Context: an optimization exercise on an open-source flow, tuned for small area, a short achievable clock period and few clock cycles per item. The choices shown serve that exercise and are no tape-out recipe.
The RTL of this run was laid out without a check of its function.

==> flow/flow/run.sh <==
#!/bin/bash
# Layout flow: the standard ORFS flow, with the port buffers made from
# sky130_fd_sc_hd__buf_2 instead of the delay cell buffer_ports picks by default.
set -euo pipefail
sed 's|"\${@:-finish}"|BUFFER_PORTS_ARGS="-buffer_cell sky130_fd_sc_hd__buf_2" "${@:-finish}"|' standard.sh > flow_standard_mod.sh
bash flow_standard_mod.sh > flow_make.log 2>&1
==> flow/standard.sh <==
#!/bin/bash
# synth_recipe.tcl (not shown) runs the flow's synth.tcl, then flattens the netlist and writes it again
# the make line also repeats each setting of config.mk as NAME=value (left out here)
make -C /OpenROAD-flow-scripts/flow DESIGN_CONFIG=/design/flow/config.mk WORK_HOME=/design/flow/orfs CLKGATE_MAP_FILE= SYNTH_SCRIPT=/design/flow/synth_recipe.tcl "${@:-finish}"
==> flow/design.v <==
`default_nettype none
package brm_pkg;
   localparam int IN_W      = 16;
   localparam int PRODUCT_W = 32;
   localparam int MAG_W     = 31;
   localparam int CFG_W     = 5;
   localparam logic [CFG_W-1:0] CFG_RESET = 5'd16;
   localparam logic [CFG_W-1:0] MIN_WIDTH = 5'd2;
   localparam int ROUNDS_PER_STAGE = 2;
endpackage
`default_nettype wire
`default_nettype none
module booth_radix2_multiplier_core #(
   parameter int MAX_WIDTH = 16
) (
   input  logic                      clock,
   input  logic                      reset,
   input  logic                          req_valid,
   output logic                          req_ready,
   input  logic [brm_pkg::IN_W-1:0]      req_multiplicand_bits,
   input  logic [brm_pkg::IN_W-1:0]      req_multiplier_bits,
   output logic                          rsp_valid,
   input  logic                          rsp_ready,
   output logic [brm_pkg::PRODUCT_W-1:0] rsp_product_bits,
   output logic                          rsp_negative,
   output logic [brm_pkg::MAG_W-1:0]     rsp_magnitude,
   input  logic                      csr_write_enable,
   input  logic [brm_pkg::CFG_W-1:0] csr_write_data
);
   logic [15:0] wm, wtop;
   logic [31:0] pmask;
   logic [3:0] nm1_ff;
   always_ff @(posedge clock) begin
      if (reset) begin
         nm1_ff <= 4'd15;
      end else if (csr_write_enable) begin
         nm1_ff <= (csr_write_data < 5'd2) ? 4'd1 : (csr_write_data > 5'd16) ? 4'd15 : 4'(csr_write_data - 5'd1);
      end
   end
   always_comb begin
      for (int i = 0; i < 16; i++) begin
         wm[i] = (4'(i) <= nm1_ff);
      end
   end
   assign wtop = wm & ~(wm >> 1);
   always_comb begin
      for (int i = 0; i < 16; i++) begin
         pmask[2*i]   = wm[i];
         pmask[2*i+1] = wm[i];
      end
   end
   logic        en;
   logic        req_sa, req_sb;
   logic [15:0] ax;
   logic [7:0] one;
   logic [7:0] two;
   logic [7:0] neg;
   logic ng;
   logic [15:0] ax_c;
   logic [15:0] bx_c;
   logic [7:0] one_c;
   logic [7:0] two_c;
   logic [7:0] neg_c;
   logic ng_c;
   logic sx_c;
   logic bl_c;
   assign req_sa = |(req_multiplicand_bits & wtop);
   assign req_sb = |(req_multiplier_bits & wtop);
   assign req_ready = en;
   logic        op_v;
   logic [15:0] ax_q;
   logic [7:0] one_q;
   logic [7:0] two_q;
   logic [7:0] neg_q;
   logic ng_q;
   always_ff @(posedge clock) begin
      if (reset) begin
         op_v <= 1'b0;
      end else if (en) begin
         op_v <= req_valid;
      end
   end
   always_ff @(posedge clock) begin
      if (en) begin
         ax_q <= ax_c;
         one_q <= one_c;
         two_q <= two_c;
         neg_q <= neg_c;
         ng_q <= ng_c;
      end
   end
   assign ax = ax_q;
   assign one = one_q;
   assign two = two_q;
   assign neg = neg_q;
   assign ng = ng_q;
   always_comb begin
      for (int j = 0; j < 16; j++) begin
         ax_c[j] = wm[j] ? req_multiplicand_bits[j] : req_sa;
         bx_c[j] = wm[j] ? req_multiplier_bits[j] : req_sb;
      end
      sx_c = req_sa ^ req_sb;
      ng_c = sx_c & (|(req_multiplicand_bits & wm)) & (|(req_multiplier_bits & wm));
      for (int i = 0; i < 8; i++) begin
         bl_c = (i == 0) ? 1'b0 : bx_c[2*i-1];
         one_c[i] = bx_c[2*i] ^ bl_c;
         two_c[i] = (bx_c[2*i+1] & ~bx_c[2*i] & ~bl_c) | (~bx_c[2*i+1] & bx_c[2*i] & bl_c);
         neg_c[i] = bx_c[2*i+1] ^ sx_c;
      end
   end
   wire pp1 = (one[0] & ax[0]) ^ neg[0];
   wire pp2 = ((one[0] & ax[1]) | (two[0] & ax[0])) ^ neg[0];
   wire pp3 = ((one[0] & ax[2]) | (two[0] & ax[1])) ^ neg[0];
   wire pp4 = ((one[0] & ax[3]) | (two[0] & ax[2])) ^ neg[0];
   wire pp5 = ((one[0] & ax[4]) | (two[0] & ax[3])) ^ neg[0];
   wire pp6 = ((one[0] & ax[5]) | (two[0] & ax[4])) ^ neg[0];
   wire pp7 = ((one[0] & ax[6]) | (two[0] & ax[5])) ^ neg[0];
   wire pp8 = ((one[0] & ax[7]) | (two[0] & ax[6])) ^ neg[0];
   wire pp9 = ((one[0] & ax[8]) | (two[0] & ax[7])) ^ neg[0];
   wire pp10 = ((one[0] & ax[9]) | (two[0] & ax[8])) ^ neg[0];
   wire pp11 = ((one[0] & ax[10]) | (two[0] & ax[9])) ^ neg[0];
   wire pp12 = ((one[0] & ax[11]) | (two[0] & ax[10])) ^ neg[0];
   wire pp13 = ((one[0] & ax[12]) | (two[0] & ax[11])) ^ neg[0];
   wire pp14 = ((one[0] & ax[13]) | (two[0] & ax[12])) ^ neg[0];
   wire pp15 = ((one[0] & ax[14]) | (two[0] & ax[13])) ^ neg[0];
   wire pp16 = ((one[0] & ax[15]) | (two[0] & ax[14])) ^ neg[0];
   wire pp17 = ((one[0] & ax[15]) | (two[0] & ax[15])) ^ neg[0];
   wire ns18 = ~pp17;
   wire pp19 = (one[1] & ax[0]) ^ neg[1];
   wire pp20 = ((one[1] & ax[1]) | (two[1] & ax[0])) ^ neg[1];
   wire pp21 = ((one[1] & ax[2]) | (two[1] & ax[1])) ^ neg[1];
   wire pp22 = ((one[1] & ax[3]) | (two[1] & ax[2])) ^ neg[1];
   wire pp23 = ((one[1] & ax[4]) | (two[1] & ax[3])) ^ neg[1];
   wire pp24 = ((one[1] & ax[5]) | (two[1] & ax[4])) ^ neg[1];
   wire pp25 = ((one[1] & ax[6]) | (two[1] & ax[5])) ^ neg[1];
   wire pp26 = ((one[1] & ax[7]) | (two[1] & ax[6])) ^ neg[1];
   wire pp27 = ((one[1] & ax[8]) | (two[1] & ax[7])) ^ neg[1];
   wire pp28 = ((one[1] & ax[9]) | (two[1] & ax[8])) ^ neg[1];
   wire pp29 = ((one[1] & ax[10]) | (two[1] & ax[9])) ^ neg[1];
   wire pp30 = ((one[1] & ax[11]) | (two[1] & ax[10])) ^ neg[1];
   wire pp31 = ((one[1] & ax[12]) | (two[1] & ax[11])) ^ neg[1];
   wire pp32 = ((one[1] & ax[13]) | (two[1] & ax[12])) ^ neg[1];
   wire pp33 = ((one[1] & ax[14]) | (two[1] & ax[13])) ^ neg[1];
   wire pp34 = ((one[1] & ax[15]) | (two[1] & ax[14])) ^ neg[1];
   wire pp35 = ((one[1] & ax[15]) | (two[1] & ax[15])) ^ neg[1];
   wire ns36 = ~pp35;
   wire pp37 = (one[2] & ax[0]) ^ neg[2];
   wire pp38 = ((one[2] & ax[1]) | (two[2] & ax[0])) ^ neg[2];
   wire pp39 = ((one[2] & ax[2]) | (two[2] & ax[1])) ^ neg[2];
   wire pp40 = ((one[2] & ax[3]) | (two[2] & ax[2])) ^ neg[2];
   wire pp41 = ((one[2] & ax[4]) | (two[2] & ax[3])) ^ neg[2];
   wire pp42 = ((one[2] & ax[5]) | (two[2] & ax[4])) ^ neg[2];
   wire pp43 = ((one[2] & ax[6]) | (two[2] & ax[5])) ^ neg[2];
   wire pp44 = ((one[2] & ax[7]) | (two[2] & ax[6])) ^ neg[2];
   wire pp45 = ((one[2] & ax[8]) | (two[2] & ax[7])) ^ neg[2];
   wire pp46 = ((one[2] & ax[9]) | (two[2] & ax[8])) ^ neg[2];
   wire pp47 = ((one[2] & ax[10]) | (two[2] & ax[9])) ^ neg[2];
   wire pp48 = ((one[2] & ax[11]) | (two[2] & ax[10])) ^ neg[2];
   wire pp49 = ((one[2] & ax[12]) | (two[2] & ax[11])) ^ neg[2];
   wire pp50 = ((one[2] & ax[13]) | (two[2] & ax[12])) ^ neg[2];
   wire pp51 = ((one[2] & ax[14]) | (two[2] & ax[13])) ^ neg[2];
   wire pp52 = ((one[2] & ax[15]) | (two[2] & ax[14])) ^ neg[2];
   wire pp53 = ((one[2] & ax[15]) | (two[2] & ax[15])) ^ neg[2];
   wire ns54 = ~pp53;
   wire pp55 = (one[3] & ax[0]) ^ neg[3];
   wire pp56 = ((one[3] & ax[1]) | (two[3] & ax[0])) ^ neg[3];
   wire pp57 = ((one[3] & ax[2]) | (two[3] & ax[1])) ^ neg[3];
   wire pp58 = ((one[3] & ax[3]) | (two[3] & ax[2])) ^ neg[3];
   wire pp59 = ((one[3] & ax[4]) | (two[3] & ax[3])) ^ neg[3];
   wire pp60 = ((one[3] & ax[5]) | (two[3] & ax[4])) ^ neg[3];
   wire pp61 = ((one[3] & ax[6]) | (two[3] & ax[5])) ^ neg[3];
   wire pp62 = ((one[3] & ax[7]) | (two[3] & ax[6])) ^ neg[3];
   wire pp63 = ((one[3] & ax[8]) | (two[3] & ax[7])) ^ neg[3];
   wire pp64 = ((one[3] & ax[9]) | (two[3] & ax[8])) ^ neg[3];
   wire pp65 = ((one[3] & ax[10]) | (two[3] & ax[9])) ^ neg[3];
   wire pp66 = ((one[3] & ax[11]) | (two[3] & ax[10])) ^ neg[3];
   wire pp67 = ((one[3] & ax[12]) | (two[3] & ax[11])) ^ neg[3];
   wire pp68 = ((one[3] & ax[13]) | (two[3] & ax[12])) ^ neg[3];
   wire pp69 = ((one[3] & ax[14]) | (two[3] & ax[13])) ^ neg[3];
   wire pp70 = ((one[3] & ax[15]) | (two[3] & ax[14])) ^ neg[3];
   wire pp71 = ((one[3] & ax[15]) | (two[3] & ax[15])) ^ neg[3];
   wire ns72 = ~pp71;
   wire pp73 = (one[4] & ax[0]) ^ neg[4];
   wire pp74 = ((one[4] & ax[1]) | (two[4] & ax[0])) ^ neg[4];
   wire pp75 = ((one[4] & ax[2]) | (two[4] & ax[1])) ^ neg[4];
   wire pp76 = ((one[4] & ax[3]) | (two[4] & ax[2])) ^ neg[4];
   wire pp77 = ((one[4] & ax[4]) | (two[4] & ax[3])) ^ neg[4];
   wire pp78 = ((one[4] & ax[5]) | (two[4] & ax[4])) ^ neg[4];
   wire pp79 = ((one[4] & ax[6]) | (two[4] & ax[5])) ^ neg[4];
   wire pp80 = ((one[4] & ax[7]) | (two[4] & ax[6])) ^ neg[4];
   wire pp81 = ((one[4] & ax[8]) | (two[4] & ax[7])) ^ neg[4];
   wire pp82 = ((one[4] & ax[9]) | (two[4] & ax[8])) ^ neg[4];
   wire pp83 = ((one[4] & ax[10]) | (two[4] & ax[9])) ^ neg[4];
   wire pp84 = ((one[4] & ax[11]) | (two[4] & ax[10])) ^ neg[4];
   wire pp85 = ((one[4] & ax[12]) | (two[4] & ax[11])) ^ neg[4];
   wire pp86 = ((one[4] & ax[13]) | (two[4] & ax[12])) ^ neg[4];
   wire pp87 = ((one[4] & ax[14]) | (two[4] & ax[13])) ^ neg[4];
   wire pp88 = ((one[4] & ax[15]) | (two[4] & ax[14])) ^ neg[4];
   wire pp89 = ((one[4] & ax[15]) | (two[4] & ax[15])) ^ neg[4];
   wire ns90 = ~pp89;
   wire pp91 = (one[5] & ax[0]) ^ neg[5];
   wire pp92 = ((one[5] & ax[1]) | (two[5] & ax[0])) ^ neg[5];
   wire pp93 = ((one[5] & ax[2]) | (two[5] & ax[1])) ^ neg[5];
   wire pp94 = ((one[5] & ax[3]) | (two[5] & ax[2])) ^ neg[5];
   wire pp95 = ((one[5] & ax[4]) | (two[5] & ax[3])) ^ neg[5];
   wire pp96 = ((one[5] & ax[5]) | (two[5] & ax[4])) ^ neg[5];
   wire pp97 = ((one[5] & ax[6]) | (two[5] & ax[5])) ^ neg[5];
   wire pp98 = ((one[5] & ax[7]) | (two[5] & ax[6])) ^ neg[5];
   wire pp99 = ((one[5] & ax[8]) | (two[5] & ax[7])) ^ neg[5];
   wire pp100 = ((one[5] & ax[9]) | (two[5] & ax[8])) ^ neg[5];
   wire pp101 = ((one[5] & ax[10]) | (two[5] & ax[9])) ^ neg[5];
   wire pp102 = ((one[5] & ax[11]) | (two[5] & ax[10])) ^ neg[5];
   wire pp103 = ((one[5] & ax[12]) | (two[5] & ax[11])) ^ neg[5];
   wire pp104 = ((one[5] & ax[13]) | (two[5] & ax[12])) ^ neg[5];
   wire pp105 = ((one[5] & ax[14]) | (two[5] & ax[13])) ^ neg[5];
   wire pp106 = ((one[5] & ax[15]) | (two[5] & ax[14])) ^ neg[5];
   wire pp107 = ((one[5] & ax[15]) | (two[5] & ax[15])) ^ neg[5];
   wire ns108 = ~pp107;
   wire pp109 = (one[6] & ax[0]) ^ neg[6];
   wire pp110 = ((one[6] & ax[1]) | (two[6] & ax[0])) ^ neg[6];
   wire pp111 = ((one[6] & ax[2]) | (two[6] & ax[1])) ^ neg[6];
   wire pp112 = ((one[6] & ax[3]) | (two[6] & ax[2])) ^ neg[6];
   wire pp113 = ((one[6] & ax[4]) | (two[6] & ax[3])) ^ neg[6];
   wire pp114 = ((one[6] & ax[5]) | (two[6] & ax[4])) ^ neg[6];
   wire pp115 = ((one[6] & ax[6]) | (two[6] & ax[5])) ^ neg[6];
   wire pp116 = ((one[6] & ax[7]) | (two[6] & ax[6])) ^ neg[6];
   wire pp117 = ((one[6] & ax[8]) | (two[6] & ax[7])) ^ neg[6];
   wire pp118 = ((one[6] & ax[9]) | (two[6] & ax[8])) ^ neg[6];
   wire pp119 = ((one[6] & ax[10]) | (two[6] & ax[9])) ^ neg[6];
   wire pp120 = ((one[6] & ax[11]) | (two[6] & ax[10])) ^ neg[6];
   wire pp121 = ((one[6] & ax[12]) | (two[6] & ax[11])) ^ neg[6];
   wire pp122 = ((one[6] & ax[13]) | (two[6] & ax[12])) ^ neg[6];
   wire pp123 = ((one[6] & ax[14]) | (two[6] & ax[13])) ^ neg[6];
   wire pp124 = ((one[6] & ax[15]) | (two[6] & ax[14])) ^ neg[6];
   wire pp125 = ((one[6] & ax[15]) | (two[6] & ax[15])) ^ neg[6];
   wire ns126 = ~pp125;
   wire pp127 = (one[7] & ax[0]) ^ neg[7];
   wire pp128 = ((one[7] & ax[1]) | (two[7] & ax[0])) ^ neg[7];
   wire pp129 = ((one[7] & ax[2]) | (two[7] & ax[1])) ^ neg[7];
   wire pp130 = ((one[7] & ax[3]) | (two[7] & ax[2])) ^ neg[7];
   wire pp131 = ((one[7] & ax[4]) | (two[7] & ax[3])) ^ neg[7];
   wire pp132 = ((one[7] & ax[5]) | (two[7] & ax[4])) ^ neg[7];
   wire pp133 = ((one[7] & ax[6]) | (two[7] & ax[5])) ^ neg[7];
   wire pp134 = ((one[7] & ax[7]) | (two[7] & ax[6])) ^ neg[7];
   wire pp135 = ((one[7] & ax[8]) | (two[7] & ax[7])) ^ neg[7];
   wire pp136 = ((one[7] & ax[9]) | (two[7] & ax[8])) ^ neg[7];
   wire pp137 = ((one[7] & ax[10]) | (two[7] & ax[9])) ^ neg[7];
   wire pp138 = ((one[7] & ax[11]) | (two[7] & ax[10])) ^ neg[7];
   wire pp139 = ((one[7] & ax[12]) | (two[7] & ax[11])) ^ neg[7];
   wire pp140 = ((one[7] & ax[13]) | (two[7] & ax[12])) ^ neg[7];
   wire pp141 = ((one[7] & ax[14]) | (two[7] & ax[13])) ^ neg[7];
   wire pp142 = ((one[7] & ax[15]) | (two[7] & ax[14])) ^ neg[7];
   wire pp143 = ((one[7] & ax[15]) | (two[7] & ax[15])) ^ neg[7];
   wire ns144 = ~pp143;
   wire u145 = one[7] & ax[0];
   wire un146 = u145 | neg[7];
   wire nu147 = ~u145;
   wire nun148 = ~un146;
   wire s149 = pp9 ^ pp25;
   wire c150 = pp9 & pp25;
   wire s151 = pp10 ^ pp26;
   wire c152 = pp10 & pp26;
   wire s153 = pp11 ^ pp27 ^ pp43;
   wire c154 = (pp11 & pp27) | (pp43 & (pp11 ^ pp27));
   wire s155 = pp59 ^ pp75;
   wire c156 = pp59 & pp75;
   wire s157 = pp12 ^ pp28 ^ pp44;
   wire c158 = (pp12 & pp28) | (pp44 & (pp12 ^ pp28));
   wire s159 = pp60 ^ pp76;
   wire c160 = pp60 & pp76;
   wire s161 = pp13 ^ pp29 ^ pp45;
   wire c162 = (pp13 & pp29) | (pp45 & (pp13 ^ pp29));
   wire s163 = pp61 ^ pp77 ^ pp93;
   wire c164 = (pp61 & pp77) | (pp93 & (pp61 ^ pp77));
   wire s165 = pp109 ^ neg[6];
   wire c166 = pp109 & neg[6];
   wire s167 = pp14 ^ pp30 ^ pp46;
   wire c168 = (pp14 & pp30) | (pp46 & (pp14 ^ pp30));
   wire s169 = pp62 ^ pp78 ^ pp94;
   wire c170 = (pp62 & pp78) | (pp94 & (pp62 ^ pp78));
   wire s171 = pp110 ^ 1'b1;
   wire c172 = pp110 & 1'b1;
   wire s173 = pp15 ^ pp31 ^ pp47;
   wire c174 = (pp15 & pp31) | (pp47 & (pp15 ^ pp31));
   wire s175 = pp63 ^ pp79 ^ pp95;
   wire c176 = (pp63 & pp79) | (pp95 & (pp63 ^ pp79));
   wire s177 = pp111 ^ nu147;
   wire c178 = pp111 & nu147;
   wire s179 = pp16 ^ pp32 ^ pp48;
   wire c180 = (pp16 & pp32) | (pp48 & (pp16 ^ pp32));
   wire s181 = pp64 ^ pp80 ^ pp96;
   wire c182 = (pp64 & pp80) | (pp96 & (pp64 ^ pp80));
   wire s183 = pp112 ^ pp128 ^ nun148;
   wire c184 = (pp112 & pp128) | (nun148 & (pp112 ^ pp128));
   wire s185 = ns18 ^ pp33 ^ pp49;
   wire c186 = (ns18 & pp33) | (pp49 & (ns18 ^ pp33));
   wire s187 = pp65 ^ pp81 ^ pp97;
   wire c188 = (pp65 & pp81) | (pp97 & (pp65 ^ pp81));
   wire s189 = pp113 ^ pp129 ^ un146;
   wire c190 = (pp113 & pp129) | (un146 & (pp113 ^ pp129));
   wire s191 = pp34 ^ pp50 ^ pp66;
   wire c192 = (pp34 & pp50) | (pp66 & (pp34 ^ pp50));
   wire s193 = pp82 ^ pp98 ^ pp114;
   wire c194 = (pp82 & pp98) | (pp114 & (pp82 ^ pp98));
   wire s195 = pp130 ^ 1'b1;
   wire c196 = pp130 & 1'b1;
   wire s197 = ns36 ^ pp51 ^ pp67;
   wire c198 = (ns36 & pp51) | (pp67 & (ns36 ^ pp51));
   wire s199 = pp83 ^ pp99 ^ pp115;
   wire c200 = (pp83 & pp99) | (pp115 & (pp83 ^ pp99));
   wire s201 = pp52 ^ pp68 ^ pp84;
   wire c202 = (pp52 & pp68) | (pp84 & (pp52 ^ pp68));
   wire s203 = pp100 ^ pp116;
   wire c204 = pp100 & pp116;
   wire s205 = ns54 ^ pp69 ^ pp85;
   wire c206 = (ns54 & pp69) | (pp85 & (ns54 ^ pp69));
   wire s207 = pp70 ^ pp86;
   wire c208 = pp70 & pp86;
   wire s209 = pp5 ^ pp21;
   wire c210 = pp5 & pp21;
   wire s211 = pp6 ^ pp22;
   wire c212 = pp6 & pp22;
   wire s213 = pp7 ^ pp23 ^ pp39;
   wire c214 = (pp7 & pp23) | (pp39 & (pp7 ^ pp23));
   wire s215 = pp55 ^ neg[3];
   wire c216 = pp55 & neg[3];
   wire s217 = pp8 ^ pp24 ^ pp40;
   wire c218 = (pp8 & pp24) | (pp40 & (pp8 ^ pp24));
   wire s219 = pp56 ^ 1'b1;
   wire c220 = pp56 & 1'b1;
   wire s221 = s149 ^ pp41 ^ pp57;
   wire c222 = (s149 & pp41) | (pp57 & (s149 ^ pp41));
   wire s223 = pp73 ^ neg[4] ^ 1'b1;
   wire c224 = (pp73 & neg[4]) | (1'b1 & (pp73 ^ neg[4]));
   wire s225 = s151 ^ pp42 ^ pp58;
   wire c226 = (s151 & pp42) | (pp58 & (s151 ^ pp42));
   wire s227 = pp74 ^ 1'b1 ^ c150;
   wire c228 = (pp74 & 1'b1) | (c150 & (pp74 ^ 1'b1));
   wire s229 = s153 ^ s155 ^ pp91;
   wire c230 = (s153 & s155) | (pp91 & (s153 ^ s155));
   wire s231 = neg[5] ^ 1'b1 ^ c152;
   wire c232 = (neg[5] & 1'b1) | (c152 & (neg[5] ^ 1'b1));
   wire s233 = s157 ^ s159 ^ pp92;
   wire c234 = (s157 & s159) | (pp92 & (s157 ^ s159));
   wire s235 = 1'b1 ^ c154 ^ c156;
   wire c236 = (1'b1 & c154) | (c156 & (1'b1 ^ c154));
   wire s237 = s161 ^ s163 ^ s165;
   wire c238 = (s161 & s163) | (s165 & (s161 ^ s163));
   wire s239 = 1'b1 ^ c158 ^ c160;
   wire c240 = (1'b1 & c158) | (c160 & (1'b1 ^ c158));
   wire s241 = s167 ^ s169 ^ s171;
   wire c242 = (s167 & s169) | (s171 & (s167 ^ s169));
   wire s243 = c162 ^ c164 ^ c166;
   wire c244 = (c162 & c164) | (c166 & (c162 ^ c164));
   wire s245 = s173 ^ s175 ^ s177;
   wire c246 = (s173 & s175) | (s177 & (s173 ^ s175));
   wire s247 = c168 ^ c170 ^ c172;
   wire c248 = (c168 & c170) | (c172 & (c168 ^ c170));
   wire s249 = s179 ^ s181 ^ s183;
   wire c250 = (s179 & s181) | (s183 & (s179 ^ s181));
   wire s251 = c174 ^ c176 ^ c178;
   wire c252 = (c174 & c176) | (c178 & (c174 ^ c176));
   wire s253 = s185 ^ s187 ^ s189;
   wire c254 = (s185 & s187) | (s189 & (s185 ^ s187));
   wire s255 = c180 ^ c182 ^ c184;
   wire c256 = (c180 & c182) | (c184 & (c180 ^ c182));
   wire s257 = s191 ^ s193 ^ s195;
   wire c258 = (s191 & s193) | (s195 & (s191 ^ s193));
   wire s259 = c186 ^ c188 ^ c190;
   wire c260 = (c186 & c188) | (c190 & (c186 ^ c188));
   wire s261 = s197 ^ s199 ^ pp131;
   wire c262 = (s197 & s199) | (pp131 & (s197 ^ s199));
   wire s263 = c192 ^ c194 ^ c196;
   wire c264 = (c192 & c194) | (c196 & (c192 ^ c194));
   wire s265 = s201 ^ s203 ^ pp132;
   wire c266 = (s201 & s203) | (pp132 & (s201 ^ s203));
   wire s267 = 1'b1 ^ c198 ^ c200;
   wire c268 = (1'b1 & c198) | (c200 & (1'b1 ^ c198));
   wire s269 = s205 ^ pp101 ^ pp117;
   wire c270 = (s205 & pp101) | (pp117 & (s205 ^ pp101));
   wire s271 = pp133 ^ c202 ^ c204;
   wire c272 = (pp133 & c202) | (c204 & (pp133 ^ c202));
   wire s273 = s207 ^ pp102 ^ pp118;
   wire c274 = (s207 & pp102) | (pp118 & (s207 ^ pp102));
   wire s275 = pp134 ^ 1'b1 ^ c206;
   wire c276 = (pp134 & 1'b1) | (c206 & (pp134 ^ 1'b1));
   wire s277 = ns72 ^ pp87 ^ pp103;
   wire c278 = (ns72 & pp87) | (pp103 & (ns72 ^ pp87));
   wire s279 = pp119 ^ pp135 ^ c208;
   wire c280 = (pp119 & pp135) | (c208 & (pp119 ^ pp135));
   wire s281 = pp88 ^ pp104 ^ pp120;
   wire c282 = (pp88 & pp104) | (pp120 & (pp88 ^ pp104));
   wire s283 = pp136 ^ 1'b1;
   wire c284 = pp136 & 1'b1;
   wire s285 = ns90 ^ pp105 ^ pp121;
   wire c286 = (ns90 & pp105) | (pp121 & (ns90 ^ pp105));
   wire s287 = pp106 ^ pp122;
   wire c288 = pp106 & pp122;
   wire s289 = pp3 ^ pp19;
   wire c290 = pp3 & pp19;
   wire s291 = pp4 ^ pp20;
   wire c292 = pp4 & pp20;
   wire s293 = s209 ^ pp37 ^ neg[2];
   wire c294 = (s209 & pp37) | (neg[2] & (s209 ^ pp37));
   wire s295 = s211 ^ pp38 ^ 1'b1;
   wire c296 = (s211 & pp38) | (1'b1 & (s211 ^ pp38));
   wire s297 = s213 ^ s215 ^ 1'b1;
   wire c298 = (s213 & s215) | (1'b1 & (s213 ^ s215));
   wire s299 = s217 ^ s219 ^ c214;
   wire c300 = (s217 & s219) | (c214 & (s217 ^ s219));
   wire s301 = s221 ^ s223 ^ c218;
   wire c302 = (s221 & s223) | (c218 & (s221 ^ s223));
   wire s303 = s225 ^ s227 ^ c222;
   wire c304 = (s225 & s227) | (c222 & (s225 ^ s227));
   wire s305 = s229 ^ s231 ^ c226;
   wire c306 = (s229 & s231) | (c226 & (s229 ^ s231));
   wire s307 = s233 ^ s235 ^ c230;
   wire c308 = (s233 & s235) | (c230 & (s233 ^ s235));
   wire s309 = s237 ^ s239 ^ c234;
   wire c310 = (s237 & s239) | (c234 & (s237 ^ s239));
   wire s311 = s241 ^ s243 ^ c238;
   wire c312 = (s241 & s243) | (c238 & (s241 ^ s243));
   wire s313 = s245 ^ s247 ^ c242;
   wire c314 = (s245 & s247) | (c242 & (s245 ^ s247));
   wire s315 = s249 ^ s251 ^ c246;
   wire c316 = (s249 & s251) | (c246 & (s249 ^ s251));
   wire s317 = s253 ^ s255 ^ c250;
   wire c318 = (s253 & s255) | (c250 & (s253 ^ s255));
   wire s319 = s257 ^ s259 ^ c254;
   wire c320 = (s257 & s259) | (c254 & (s257 ^ s259));
   wire s321 = s261 ^ s263 ^ c258;
   wire c322 = (s261 & s263) | (c258 & (s261 ^ s263));
   wire s323 = s265 ^ s267 ^ c262;
   wire c324 = (s265 & s267) | (c262 & (s265 ^ s267));
   wire s325 = s269 ^ s271 ^ c266;
   wire c326 = (s269 & s271) | (c266 & (s269 ^ s271));
   wire s327 = s273 ^ s275 ^ c270;
   wire c328 = (s273 & s275) | (c270 & (s273 ^ s275));
   wire s329 = s277 ^ s279 ^ c274;
   wire c330 = (s277 & s279) | (c274 & (s277 ^ s279));
   wire s331 = s281 ^ s283 ^ c278;
   wire c332 = (s281 & s283) | (c278 & (s281 ^ s283));
   wire s333 = s285 ^ pp137 ^ c282;
   wire c334 = (s285 & pp137) | (c282 & (s285 ^ pp137));
   wire s335 = s287 ^ pp138 ^ 1'b1;
   wire c336 = (s287 & pp138) | (1'b1 & (s287 ^ pp138));
   wire s337 = ns108 ^ pp123 ^ pp139;
   wire c338 = (ns108 & pp123) | (pp139 & (ns108 ^ pp123));
   wire s339 = pp124 ^ pp140;
   wire c340 = pp124 & pp140;
   wire s341 = pp1 ^ neg[0];
   wire c342 = pp1 & neg[0];
   wire s343 = pp2 ^ 1'b1;
   wire c344 = pp2 & 1'b1;
   wire s345 = s289 ^ neg[1] ^ 1'b1;
   wire c346 = (s289 & neg[1]) | (1'b1 & (s289 ^ neg[1]));
   wire s347 = s291 ^ 1'b1 ^ c290;
   wire c348 = (s291 & 1'b1) | (c290 & (s291 ^ 1'b1));
   wire s349 = s293 ^ 1'b1 ^ c292;
   wire c350 = (s293 & 1'b1) | (c292 & (s293 ^ 1'b1));
   wire s351 = s295 ^ c210 ^ c294;
   wire c352 = (s295 & c210) | (c294 & (s295 ^ c210));
   wire s353 = s297 ^ c212 ^ c296;
   wire c354 = (s297 & c212) | (c296 & (s297 ^ c212));
   wire s355 = s299 ^ c216 ^ c298;
   wire c356 = (s299 & c216) | (c298 & (s299 ^ c216));
   wire s357 = s301 ^ c220 ^ c300;
   wire c358 = (s301 & c220) | (c300 & (s301 ^ c220));
   wire s359 = s303 ^ c224 ^ c302;
   wire c360 = (s303 & c224) | (c302 & (s303 ^ c224));
   wire s361 = s305 ^ c228 ^ c304;
   wire c362 = (s305 & c228) | (c304 & (s305 ^ c228));
   wire s363 = s307 ^ c232 ^ c306;
   wire c364 = (s307 & c232) | (c306 & (s307 ^ c232));
   wire s365 = s309 ^ c236 ^ c308;
   wire c366 = (s309 & c236) | (c308 & (s309 ^ c236));
   wire s367 = s311 ^ c240 ^ c310;
   wire c368 = (s311 & c240) | (c310 & (s311 ^ c240));
   wire s369 = s313 ^ c244 ^ c312;
   wire c370 = (s313 & c244) | (c312 & (s313 ^ c244));
   wire s371 = s315 ^ c248 ^ c314;
   wire c372 = (s315 & c248) | (c314 & (s315 ^ c248));
   wire s373 = s317 ^ c252 ^ c316;
   wire c374 = (s317 & c252) | (c316 & (s317 ^ c252));
   wire s375 = s319 ^ c256 ^ c318;
   wire c376 = (s319 & c256) | (c318 & (s319 ^ c256));
   wire s377 = s321 ^ c260 ^ c320;
   wire c378 = (s321 & c260) | (c320 & (s321 ^ c260));
   wire s379 = s323 ^ c264 ^ c322;
   wire c380 = (s323 & c264) | (c322 & (s323 ^ c264));
   wire s381 = s325 ^ c268 ^ c324;
   wire c382 = (s325 & c268) | (c324 & (s325 ^ c268));
   wire s383 = s327 ^ c272 ^ c326;
   wire c384 = (s327 & c272) | (c326 & (s327 ^ c272));
   wire s385 = s329 ^ c276 ^ c328;
   wire c386 = (s329 & c276) | (c328 & (s329 ^ c276));
   wire s387 = s331 ^ c280 ^ c330;
   wire c388 = (s331 & c280) | (c330 & (s331 ^ c280));
   wire s389 = s333 ^ c284 ^ c332;
   wire c390 = (s333 & c284) | (c332 & (s333 ^ c284));
   wire s391 = s335 ^ c286 ^ c334;
   wire c392 = (s335 & c286) | (c334 & (s335 ^ c286));
   wire s393 = s337 ^ c288 ^ c336;
   wire c394 = (s337 & c288) | (c336 & (s337 ^ c288));
   wire s395 = s339 ^ 1'b1 ^ c338;
   wire c396 = (s339 & 1'b1) | (c338 & (s339 ^ 1'b1));
   wire s397 = ns126 ^ pp141 ^ c340;
   wire c398 = (ns126 & pp141) | (c340 & (ns126 ^ pp141));
   wire s399 = pp142 ^ 1'b1;
   wire c400 = pp142 & 1'b1;
   wire p401 = ~mid_0;
   wire p402 = mid_1 ^ mid_2;
   wire g403 = mid_1 & mid_2;
   wire p404 = mid_3 ^ mid_4;
   wire g405 = mid_3 & mid_4;
   wire p406 = mid_5 ^ mid_6;
   wire g407 = mid_5 & mid_6;
   wire p408 = mid_7 ^ mid_8;
   wire g409 = mid_7 & mid_8;
   wire p410 = mid_9 ^ mid_10;
   wire g411 = mid_9 & mid_10;
   wire p412 = mid_11 ^ mid_12;
   wire g413 = mid_11 & mid_12;
   wire p414 = mid_13 ^ mid_14;
   wire g415 = mid_13 & mid_14;
   wire p416 = mid_15 ^ mid_16;
   wire g417 = mid_15 & mid_16;
   wire p418 = mid_17 ^ mid_18;
   wire g419 = mid_17 & mid_18;
   wire p420 = mid_19 ^ mid_20;
   wire g421 = mid_19 & mid_20;
   wire p422 = mid_21 ^ mid_22;
   wire g423 = mid_21 & mid_22;
   wire p424 = mid_23 ^ mid_24;
   wire g425 = mid_23 & mid_24;
   wire p426 = mid_25 ^ mid_26;
   wire g427 = mid_25 & mid_26;
   wire p428 = mid_27 ^ mid_28;
   wire g429 = mid_27 & mid_28;
   wire p430 = mid_29 ^ mid_30;
   wire g431 = mid_29 & mid_30;
   wire p432 = mid_31 ^ mid_32;
   wire g433 = mid_31 & mid_32;
   wire p434 = mid_33 ^ mid_34;
   wire g435 = mid_33 & mid_34;
   wire p436 = mid_35 ^ mid_36;
   wire g437 = mid_35 & mid_36;
   wire p438 = mid_37 ^ mid_38;
   wire g439 = mid_37 & mid_38;
   wire p440 = mid_39 ^ mid_40;
   wire g441 = mid_39 & mid_40;
   wire p442 = mid_41 ^ mid_42;
   wire g443 = mid_41 & mid_42;
   wire p444 = mid_43 ^ mid_44;
   wire g445 = mid_43 & mid_44;
   wire p446 = mid_45 ^ mid_46;
   wire g447 = mid_45 & mid_46;
   wire p448 = mid_47 ^ mid_48;
   wire g449 = mid_47 & mid_48;
   wire p450 = mid_49 ^ mid_50;
   wire g451 = mid_49 & mid_50;
   wire p452 = mid_51 ^ mid_52;
   wire g453 = mid_51 & mid_52;
   wire p454 = mid_53 ^ mid_54;
   wire g455 = mid_53 & mid_54;
   wire p456 = mid_55 ^ mid_56;
   wire g457 = mid_55 & mid_56;
   wire p458 = mid_57 ^ mid_58;
   wire g459 = mid_57 & mid_58;
   wire p460 = mid_59 ^ mid_60;
   wire g461 = mid_59 & mid_60;
   wire t462 = p401 | mid_0;
   wire t463 = p402 | g403;
   wire t464 = p404 | g405;
   wire t465 = p406 | g407;
   wire t466 = p408 | g409;
   wire t467 = p410 | g411;
   wire t468 = p412 | g413;
   wire t469 = p414 | g415;
   wire t470 = p416 | g417;
   wire t471 = p418 | g419;
   wire t472 = p420 | g421;
   wire t473 = p422 | g423;
   wire t474 = p424 | g425;
   wire t475 = p426 | g427;
   wire t476 = p428 | g429;
   wire t477 = p430 | g431;
   wire t478 = p432 | g433;
   wire t479 = p434 | g435;
   wire t480 = p436 | g437;
   wire t481 = p438 | g439;
   wire t482 = p440 | g441;
   wire t483 = p442 | g443;
   wire t484 = p444 | g445;
   wire t485 = p446 | g447;
   wire t486 = p448 | g449;
   wire t487 = p450 | g451;
   wire t488 = p452 | g453;
   wire t489 = p454 | g455;
   wire t490 = p456 | g457;
   wire t491 = p458 | g459;
   wire t492 = p460 | g461;
   wire G493 = g403 | (t463 & mid_0);
   wire T494 = t463 & t462;
   wire G495 = g407 | (t465 & g405);
   wire T496 = t465 & t464;
   wire G497 = g411 | (t467 & g409);
   wire T498 = t467 & t466;
   wire G499 = g415 | (t469 & g413);
   wire T500 = t469 & t468;
   wire G501 = g419 | (t471 & g417);
   wire T502 = t471 & t470;
   wire G503 = g423 | (t473 & g421);
   wire T504 = t473 & t472;
   wire G505 = g427 | (t475 & g425);
   wire T506 = t475 & t474;
   wire G507 = g431 | (t477 & g429);
   wire T508 = t477 & t476;
   wire G509 = g435 | (t479 & g433);
   wire T510 = t479 & t478;
   wire G511 = g439 | (t481 & g437);
   wire T512 = t481 & t480;
   wire G513 = g443 | (t483 & g441);
   wire T514 = t483 & t482;
   wire G515 = g447 | (t485 & g445);
   wire T516 = t485 & t484;
   wire G517 = g451 | (t487 & g449);
   wire T518 = t487 & t486;
   wire G519 = g455 | (t489 & g453);
   wire T520 = t489 & t488;
   wire G521 = g459 | (t491 & g457);
   wire T522 = t491 & t490;
   wire G523 = 1'b1 & g461;
   wire T524 = 1'b1 & t492;
   wire G525 = g405 | (t464 & G493);
   wire T526 = t464 & T494;
   wire G527 = G495 | (T496 & G493);
   wire T528 = T496 & T494;
   wire G529 = g413 | (t468 & G497);
   wire T530 = t468 & T498;
   wire G531 = G499 | (T500 & G497);
   wire T532 = T500 & T498;
   wire G533 = g421 | (t472 & G501);
   wire T534 = t472 & T502;
   wire G535 = G503 | (T504 & G501);
   wire T536 = T504 & T502;
   wire G537 = g429 | (t476 & G505);
   wire T538 = t476 & T506;
   wire G539 = G507 | (T508 & G505);
   wire T540 = T508 & T506;
   wire G541 = g437 | (t480 & G509);
   wire T542 = t480 & T510;
   wire G543 = G511 | (T512 & G509);
   wire T544 = T512 & T510;
   wire G545 = g445 | (t484 & G513);
   wire T546 = t484 & T514;
   wire G547 = G515 | (T516 & G513);
   wire T548 = T516 & T514;
   wire G549 = g453 | (t488 & G517);
   wire T550 = t488 & T518;
   wire G551 = G519 | (T520 & G517);
   wire T552 = T520 & T518;
   wire G553 = g461 | (t492 & G521);
   wire T554 = t492 & T522;
   wire G555 = G523 | (T524 & G521);
   wire T556 = T524 & T522;
   wire G557 = g409 | (t466 & G527);
   wire T558 = t466 & T528;
   wire G559 = G497 | (T498 & G527);
   wire T560 = T498 & T528;
   wire G561 = G529 | (T530 & G527);
   wire T562 = T530 & T528;
   wire G563 = G531 | (T532 & G527);
   wire T564 = T532 & T528;
   wire G565 = g425 | (t474 & G535);
   wire T566 = t474 & T536;
   wire G567 = G505 | (T506 & G535);
   wire T568 = T506 & T536;
   wire G569 = G537 | (T538 & G535);
   wire T570 = T538 & T536;
   wire G571 = G539 | (T540 & G535);
   wire T572 = T540 & T536;
   wire G573 = g441 | (t482 & G543);
   wire T574 = t482 & T544;
   wire G575 = G513 | (T514 & G543);
   wire T576 = T514 & T544;
   wire G577 = G545 | (T546 & G543);
   wire T578 = T546 & T544;
   wire G579 = G547 | (T548 & G543);
   wire T580 = T548 & T544;
   wire G581 = g457 | (t490 & G551);
   wire T582 = t490 & T552;
   wire G583 = G521 | (T522 & G551);
   wire T584 = T522 & T552;
   wire G585 = G553 | (T554 & G551);
   wire T586 = T554 & T552;
   wire G587 = G555 | (T556 & G551);
   wire T588 = T556 & T552;
   wire G589 = g417 | (t470 & G563);
   wire T590 = t470 & T564;
   wire G591 = G501 | (T502 & G563);
   wire T592 = T502 & T564;
   wire G593 = G533 | (T534 & G563);
   wire T594 = T534 & T564;
   wire G595 = G535 | (T536 & G563);
   wire T596 = T536 & T564;
   wire G597 = G565 | (T566 & G563);
   wire T598 = T566 & T564;
   wire G599 = G567 | (T568 & G563);
   wire T600 = T568 & T564;
   wire G601 = G569 | (T570 & G563);
   wire T602 = T570 & T564;
   wire G603 = G571 | (T572 & G563);
   wire T604 = T572 & T564;
   wire G605 = g449 | (t486 & G579);
   wire T606 = t486 & T580;
   wire G607 = G517 | (T518 & G579);
   wire T608 = T518 & T580;
   wire G609 = G549 | (T550 & G579);
   wire T610 = T550 & T580;
   wire G611 = G551 | (T552 & G579);
   wire T612 = T552 & T580;
   wire G613 = G581 | (T582 & G579);
   wire T614 = T582 & T580;
   wire G615 = G583 | (T584 & G579);
   wire T616 = T584 & T580;
   wire G617 = G585 | (T586 & G579);
   wire T618 = T586 & T580;
   wire G619 = G587 | (T588 & G579);
   wire T620 = T588 & T580;
   wire G621 = g433 | (t478 & G603);
   wire T622 = t478 & T604;
   wire G623 = G509 | (T510 & G603);
   wire T624 = T510 & T604;
   wire G625 = G541 | (T542 & G603);
   wire T626 = T542 & T604;
   wire G627 = G543 | (T544 & G603);
   wire T628 = T544 & T604;
   wire G629 = G573 | (T574 & G603);
   wire T630 = T574 & T604;
   wire G631 = G575 | (T576 & G603);
   wire T632 = T576 & T604;
   wire G633 = G577 | (T578 & G603);
   wire T634 = T578 & T604;
   wire G635 = G579 | (T580 & G603);
   wire T636 = T580 & T604;
   wire G637 = G605 | (T606 & G603);
   wire T638 = T606 & T604;
   wire G639 = G607 | (T608 & G603);
   wire T640 = T608 & T604;
   wire G641 = G609 | (T610 & G603);
   wire T642 = T610 & T604;
   wire G643 = G611 | (T612 & G603);
   wire T644 = T612 & T604;
   wire G645 = G613 | (T614 & G603);
   wire T646 = T614 & T604;
   wire G647 = G615 | (T616 & G603);
   wire T648 = T616 & T604;
   wire G649 = G617 | (T618 & G603);
   wire T650 = T618 & T604;
   wire G651 = G619 | (T620 & G603);
   wire T652 = T620 & T604;
   logic mid_v;
   logic mid_0;
   logic mid_1;
   logic mid_2;
   logic mid_3;
   logic mid_4;
   logic mid_5;
   logic mid_6;
   logic mid_7;
   logic mid_8;
   logic mid_9;
   logic mid_10;
   logic mid_11;
   logic mid_12;
   logic mid_13;
   logic mid_14;
   logic mid_15;
   logic mid_16;
   logic mid_17;
   logic mid_18;
   logic mid_19;
   logic mid_20;
   logic mid_21;
   logic mid_22;
   logic mid_23;
   logic mid_24;
   logic mid_25;
   logic mid_26;
   logic mid_27;
   logic mid_28;
   logic mid_29;
   logic mid_30;
   logic mid_31;
   logic mid_32;
   logic mid_33;
   logic mid_34;
   logic mid_35;
   logic mid_36;
   logic mid_37;
   logic mid_38;
   logic mid_39;
   logic mid_40;
   logic mid_41;
   logic mid_42;
   logic mid_43;
   logic mid_44;
   logic mid_45;
   logic mid_46;
   logic mid_47;
   logic mid_48;
   logic mid_49;
   logic mid_50;
   logic mid_51;
   logic mid_52;
   logic mid_53;
   logic mid_54;
   logic mid_55;
   logic mid_56;
   logic mid_57;
   logic mid_58;
   logic mid_59;
   logic mid_60;
   logic mid_61;
   always_ff @(posedge clock) begin
      if (reset) begin
         mid_v <= 1'b0;
      end else if (en) begin
         mid_v <= op_v;
      end
   end
   always_ff @(posedge clock) begin
      if (en) begin
         mid_0 <= s341;
         mid_1 <= s343;
         mid_2 <= c342;
         mid_3 <= s345;
         mid_4 <= c344;
         mid_5 <= s347;
         mid_6 <= c346;
         mid_7 <= s349;
         mid_8 <= c348;
         mid_9 <= s351;
         mid_10 <= c350;
         mid_11 <= s353;
         mid_12 <= c352;
         mid_13 <= s355;
         mid_14 <= c354;
         mid_15 <= s357;
         mid_16 <= c356;
         mid_17 <= s359;
         mid_18 <= c358;
         mid_19 <= s361;
         mid_20 <= c360;
         mid_21 <= s363;
         mid_22 <= c362;
         mid_23 <= s365;
         mid_24 <= c364;
         mid_25 <= s367;
         mid_26 <= c366;
         mid_27 <= s369;
         mid_28 <= c368;
         mid_29 <= s371;
         mid_30 <= c370;
         mid_31 <= s373;
         mid_32 <= c372;
         mid_33 <= s375;
         mid_34 <= c374;
         mid_35 <= s377;
         mid_36 <= c376;
         mid_37 <= s379;
         mid_38 <= c378;
         mid_39 <= s381;
         mid_40 <= c380;
         mid_41 <= s383;
         mid_42 <= c382;
         mid_43 <= s385;
         mid_44 <= c384;
         mid_45 <= s387;
         mid_46 <= c386;
         mid_47 <= s389;
         mid_48 <= c388;
         mid_49 <= s391;
         mid_50 <= c390;
         mid_51 <= s393;
         mid_52 <= c392;
         mid_53 <= s395;
         mid_54 <= c394;
         mid_55 <= s397;
         mid_56 <= c396;
         mid_57 <= s399;
         mid_58 <= c398;
         mid_59 <= ns144;
         mid_60 <= c400;
         mid_61 <= ng;
      end
   end
   logic [31:0] prod_w;
   logic [30:0] mag_w;
   assign prod_w = {(mid_61 ? ~(1'b1 ^ G649) : (1'b1 ^ (G649 | T650))), (mid_61 ? ~(p460 ^ G647) : (p460 ^ (G647 | T648))), (mid_61 ? ~(p458 ^ G645) : (p458 ^ (G645 | T646))), (mid_61 ? ~(p456 ^ G643) : (p456 ^ (G643 | T644))), (mid_61 ? ~(p454 ^ G641) : (p454 ^ (G641 | T642))), (mid_61 ? ~(p452 ^ G639) : (p452 ^ (G639 | T640))), (mid_61 ? ~(p450 ^ G637) : (p450 ^ (G637 | T638))), (mid_61 ? ~(p448 ^ G635) : (p448 ^ (G635 | T636))), (mid_61 ? ~(p446 ^ G633) : (p446 ^ (G633 | T634))), (mid_61 ? ~(p444 ^ G631) : (p444 ^ (G631 | T632))), (mid_61 ? ~(p442 ^ G629) : (p442 ^ (G629 | T630))), (mid_61 ? ~(p440 ^ G627) : (p440 ^ (G627 | T628))), (mid_61 ? ~(p438 ^ G625) : (p438 ^ (G625 | T626))), (mid_61 ? ~(p436 ^ G623) : (p436 ^ (G623 | T624))), (mid_61 ? ~(p434 ^ G621) : (p434 ^ (G621 | T622))), (mid_61 ? ~(p432 ^ G603) : (p432 ^ (G603 | T604))), (mid_61 ? ~(p430 ^ G601) : (p430 ^ (G601 | T602))), (mid_61 ? ~(p428 ^ G599) : (p428 ^ (G599 | T600))), (mid_61 ? ~(p426 ^ G597) : (p426 ^ (G597 | T598))), (mid_61 ? ~(p424 ^ G595) : (p424 ^ (G595 | T596))), (mid_61 ? ~(p422 ^ G593) : (p422 ^ (G593 | T594))), (mid_61 ? ~(p420 ^ G591) : (p420 ^ (G591 | T592))), (mid_61 ? ~(p418 ^ G589) : (p418 ^ (G589 | T590))), (mid_61 ? ~(p416 ^ G563) : (p416 ^ (G563 | T564))), (mid_61 ? ~(p414 ^ G561) : (p414 ^ (G561 | T562))), (mid_61 ? ~(p412 ^ G559) : (p412 ^ (G559 | T560))), (mid_61 ? ~(p410 ^ G557) : (p410 ^ (G557 | T558))), (mid_61 ? ~(p408 ^ G527) : (p408 ^ (G527 | T528))), (mid_61 ? ~(p406 ^ G525) : (p406 ^ (G525 | T526))), (mid_61 ? ~(p404 ^ G493) : (p404 ^ (G493 | T494))), (mid_61 ? ~(p402 ^ mid_0) : (p402 ^ (mid_0 | t462))), (mid_61 ? ~p401 : ~p401)} & pmask;
   assign mag_w  = {(p460 ^ (G647 | T648)), (p458 ^ (G645 | T646)), (p456 ^ (G643 | T644)), (p454 ^ (G641 | T642)), (p452 ^ (G639 | T640)), (p450 ^ (G637 | T638)), (p448 ^ (G635 | T636)), (p446 ^ (G633 | T634)), (p444 ^ (G631 | T632)), (p442 ^ (G629 | T630)), (p440 ^ (G627 | T628)), (p438 ^ (G625 | T626)), (p436 ^ (G623 | T624)), (p434 ^ (G621 | T622)), (p432 ^ (G603 | T604)), (p430 ^ (G601 | T602)), (p428 ^ (G599 | T600)), (p426 ^ (G597 | T598)), (p424 ^ (G595 | T596)), (p422 ^ (G593 | T594)), (p420 ^ (G591 | T592)), (p418 ^ (G589 | T590)), (p416 ^ (G563 | T564)), (p414 ^ (G561 | T562)), (p412 ^ (G559 | T560)), (p410 ^ (G557 | T558)), (p408 ^ (G527 | T528)), (p406 ^ (G525 | T526)), (p404 ^ (G493 | T494)), (p402 ^ (mid_0 | t462)), ~p401};
   logic        out_v;
   logic [31:0] prod_ff;
   logic [29:1] mag_ff;
   logic        neg_ff;
   assign en = !out_v || rsp_ready;
   always_ff @(posedge clock) begin
      if (reset) begin
         out_v <= 1'b0;
      end else if (en) begin
         out_v <= mid_v;
      end
   end
   always_ff @(posedge clock) begin
      if (en) begin
         prod_ff <= prod_w;
         mag_ff  <= mag_w[29:1];
         neg_ff  <= mid_61;
      end
   end
   assign rsp_valid        = out_v;
   assign rsp_product_bits = prod_ff;
   assign rsp_magnitude    = {prod_ff[30] & ~neg_ff, mag_ff, prod_ff[0]};
   assign rsp_negative     = neg_ff;
endmodule
`default_nettype wire
==> flow/config.mk <==
export PLATFORM = sky130hd
export DESIGN_NAME = booth_radix2_multiplier_core
export DESIGN_NICKNAME = booth_radix2_multiplier_core
export VERILOG_FILES = /design/flow/design.v
export SDC_FILE = /design/flow/constraint.sdc
export NUM_CORES = 4
export LEC_CHECK = 0
export ABC_CLOCK_PERIOD_IN_PS = 3800
export CAP_MARGIN = 20
export CORE_MARGIN = 2
export CORE_UTILIZATION = 40
export PLACE_DENSITY = 0.6
export SETUP_SLACK_MARGIN = 3.4
export SLEW_MARGIN = 20
==> flow/constraint.sdc <==
create_clock -name core_clock -period 7.2 [get_ports {clock}]
set_input_delay 1.4400 -clock core_clock [delete_from_list [all_inputs] [get_ports {clock}]]
set_output_delay 1.4400 -clock core_clock [all_outputs]
set_load 0.01 [all_outputs]
==> notes.md <==
metal layers:
| metal | global-route usage (%) | share of wire (%) |
|---|---|---|
| met5 | 0 | 0 |
| met2 | 31.6 | 46 |
| met3 | 2.70 | 6.7 |
| met4 | 8.59 | 3.1 |
| met1 | 29.1 | 45 |
cells in the mapped netlist, drive strengths merged, types with 8 or more instances:
cell type / n
or3: 9
buf: 14
a211oi: 9
fa: 94
edfxtp: 165
o31ai: 9
a21oi: 49
xor2: 79
clkbuf: 86
o21ai: 51
inv: 222
nand2: 68
nor2b: 12
a22oi: 122
ha: 86
nor2: 70
mux2i: 24
nor3: 16
nand2b: 14
and2: 9
nand3: 12
o21bai: 8
xnor2: 112
nor4: 10
what timing repair did:
action | in CTS | in global routing
buffers inserted | 0 | 71
resized for setup | 1 | 0
endpoints found under the hold margin | 0 | 0
pin swaps | 0 | 1
endpoints found under the setup margin | 6 | 10
cloned | 0 | 0
hold buffers | 0 | 0
worst paths after layout:
check | slack [ns] | depth (start not counted) | end
worst max-delay path | 3.45 | 7 | mid_23
worst min-delay path | 0.42 | 0 | mid_61
worst max register to register | 3.45 | 7 | mid_23
worst min register to register | 0.42 | 0 | mid_61
layout make-up:
class / instances / area (um^2)
Clock buffer: 17 / 425
Tap cell: 468 / 586
Fill cell: 3370 / 19500
Sequential cell: 172 / 5090
Inverter: 223 / 841
Multi-Input combinational cell: 965 / 8510
Antenna cell: 1 / 2.50
Timing Repair Buffer: 196 / 1440
Clock inverter: 15 / 140
registers in the layout, summed over array words and instances, names as in the netlist, 4 cells and up:
| signal | flops |
|---|---|
| nm1_ff | 4 |
| two_q | 8 |
| ax_q | 16 |
| one_q | 8 |
| neg_q | 8 |
| mag_ff | 29 |
| prod_ff | 32 |
per-stage QoR:
step           setup slack [ns]
6_report                   3.45
5_1_grt                    3.33
4_1_cts                    3.41
3_5_place_dp               3.33
3_3_place_gp               3.41
2_1_floorplan              3.09
cell families after synthesis:
| group | Yosys count |
|---|---|
| AO/OA/AOI/OAI | 314 |
| XOR/XNOR | 191 |
| adder cells (fa/ha/maj) | 180 |
| buffers and inverters | 323 |
| flip-flops | 172 |
| multiplexers | 34 |
| AND/OR/NAND/NOR | 246 |
==> results.ini <==
[global_route]
grt_antenna_before_repair = 1
grt.total_usage_pct = 20.5
wire_length_of_the_first_global_routing_pass_mm = 61.2
maximum_number_of_pins_on_one_net_before_global_route_repair = 78
globalRoute.totalOverflow = 0
grt_pass1_vias = 10800

[worst_setup_path]
cpMostUsedCell = fa_1
cp_cell_sequence = a22oi_1 -> xnor2_1 -> fa_1 -> fa_1 -> inv_1 -> fa_1 -> fa_1
worstPathRequired_ns = 7.39
critical_path_peak_fanout = 16
crit_path_top_delay_cell = edfxtp_1
critical-path-top-delay-family = adder cells
crit_path_start_kind = register
cp-end-kind = register
path_class = reg2reg
worstPathArrival_ns = 3.93
worst_path_largest_cell_delay_ns = 0.89
crit-reg2reg-launch = ax_q[2]
critPathLaunch = ax_q[2]
crit_buf_inv = 1

[sta]
skew_ns = 0.00981
timing_hold_violations_final = 0
fin_crit_sh_pct = 52.0
rsz0062_at_grt = no
final.min_clock_period_ns = 3.75
hold-worst-slack_ns = 0.421
highest_clock_frequency_the_design_can_meet_mhz = 267
setup_tns_ns = 0
setup_viol_count_final = 0
slew_headroom_pct = 24.0
worst_pin_slew_ns = 1.13
timing.final.max_slew_violations = 0

[finish]
most-common-layout-cells = inv_1, edfxtp_1, a22oi_1
flow.area_growth_from_synthesis_pct = 14.9
drive_gt1_share_pct = 17.1
finalCoreUtilization_pct = 46.6
final_common_cell = inv_1
finish.net_count = 1797
final_design_area_no_fill_um2 = 17000
post_layout_nonfiller_instances = 2057

[route]
number_of_detailed_routing_iterations_run_before_antenna_repair = 5
route.detailed.wl_per_inst_um = 19.3
vias_per_cell = 5.48
route.vias.total = 11300
drt_iter0_markers = 928
detail_route.drc_violations = 0
final_antenna_net_count = 0
detail_route.wirelength_mm = 39.6

[hold_path]
hold_start = ng_q
holdCritPathClass = reg2reg

[logic_synthesis]
post_synth_mux_area_share_pct = 2.73
synthCells = 1460
synth.top_cell.area_share_pct = 33.4
synth_simple_gate_area_share_pct = 8.28
yosys_register_bits = 172
synth_compound_gate_area_share_pct = 15.1
yosysSeqAreaShare_pct = 34.4
post_synth_instance_area_um2 = 14800
synth.avg_cell_area_um2 = 10.2
synth-warning-count = 1
synth_top_area_cell = edfxtp_1
synthesis.nets = 1682
async_set_or_reset_flop_fraction_in_the_synthesized_netlist_pct = 0
synthXorXnorAreaFrac_pct = 11.3
synth_fa_ha_area_share_pct = 19.9
synth_top_family_by_area = adder cells
synth_ff_type = edfxtp_1
synth_area_leaders = edfxtp_1, fa_1, ha_1, xnor2_1, a22oi_1
synth_enable_flop_cells = 165
netlist-cell-type-count = 81

[die]
floorplan.initialDensity_pct = 40.6
core_region_area_um2 = 36500
io_pins = 108
core.rowCount = 70
die_height_um = 197
die_width_um = 197
area_of_the_die_um2 = 38600

[status]
run_status = timing/DRC/antenna clean

[cts]
number_of_clock_buffers_inserted_by_tritoncts = 17
maximum_level_of_the_cts_h_tree = 4
cts-root-buf = clkbuf_16
clkLatencyLatePin_ns = 0.45
cts_tree = built
cts.path.max_buffers = 2
path_clk_slew_ns = 0.07
numClockSinks = 172

[place]
detailed_place_hpwl_mm = 28.2
placed_cells = 1953
globalplace.congestion = 0.897
postPlaceCellArea_um2 = 15700
portBuffers = 107

[flow_run]
max_cap_violations = 0

-- separate check: timing with driven ports --
In the flow no input, the clock included, has a driving cell. The finished layout below was timed again as built, in two steps. Step 1 assumes that a clkbuf_16 drives the clock port and a buf_2 every other input. Step 2 moves the port delays by t, midway between the first and last clock arrival at a register: inputs arrive t later, outputs are due t later. That takes back most of the time a late clock gives input paths. Three values: ideal, step 1, step 2; two values: the first two.
t (ns): 0.496
setup WS [ns]: 3.455 / 3.455 / 3.419
worst setup path after step 2: input to register
After both steps setup and hold are still met in this run. The setup slack of this run moves by 0.000 ns with the drivers and by -0.036 ns with both steps.
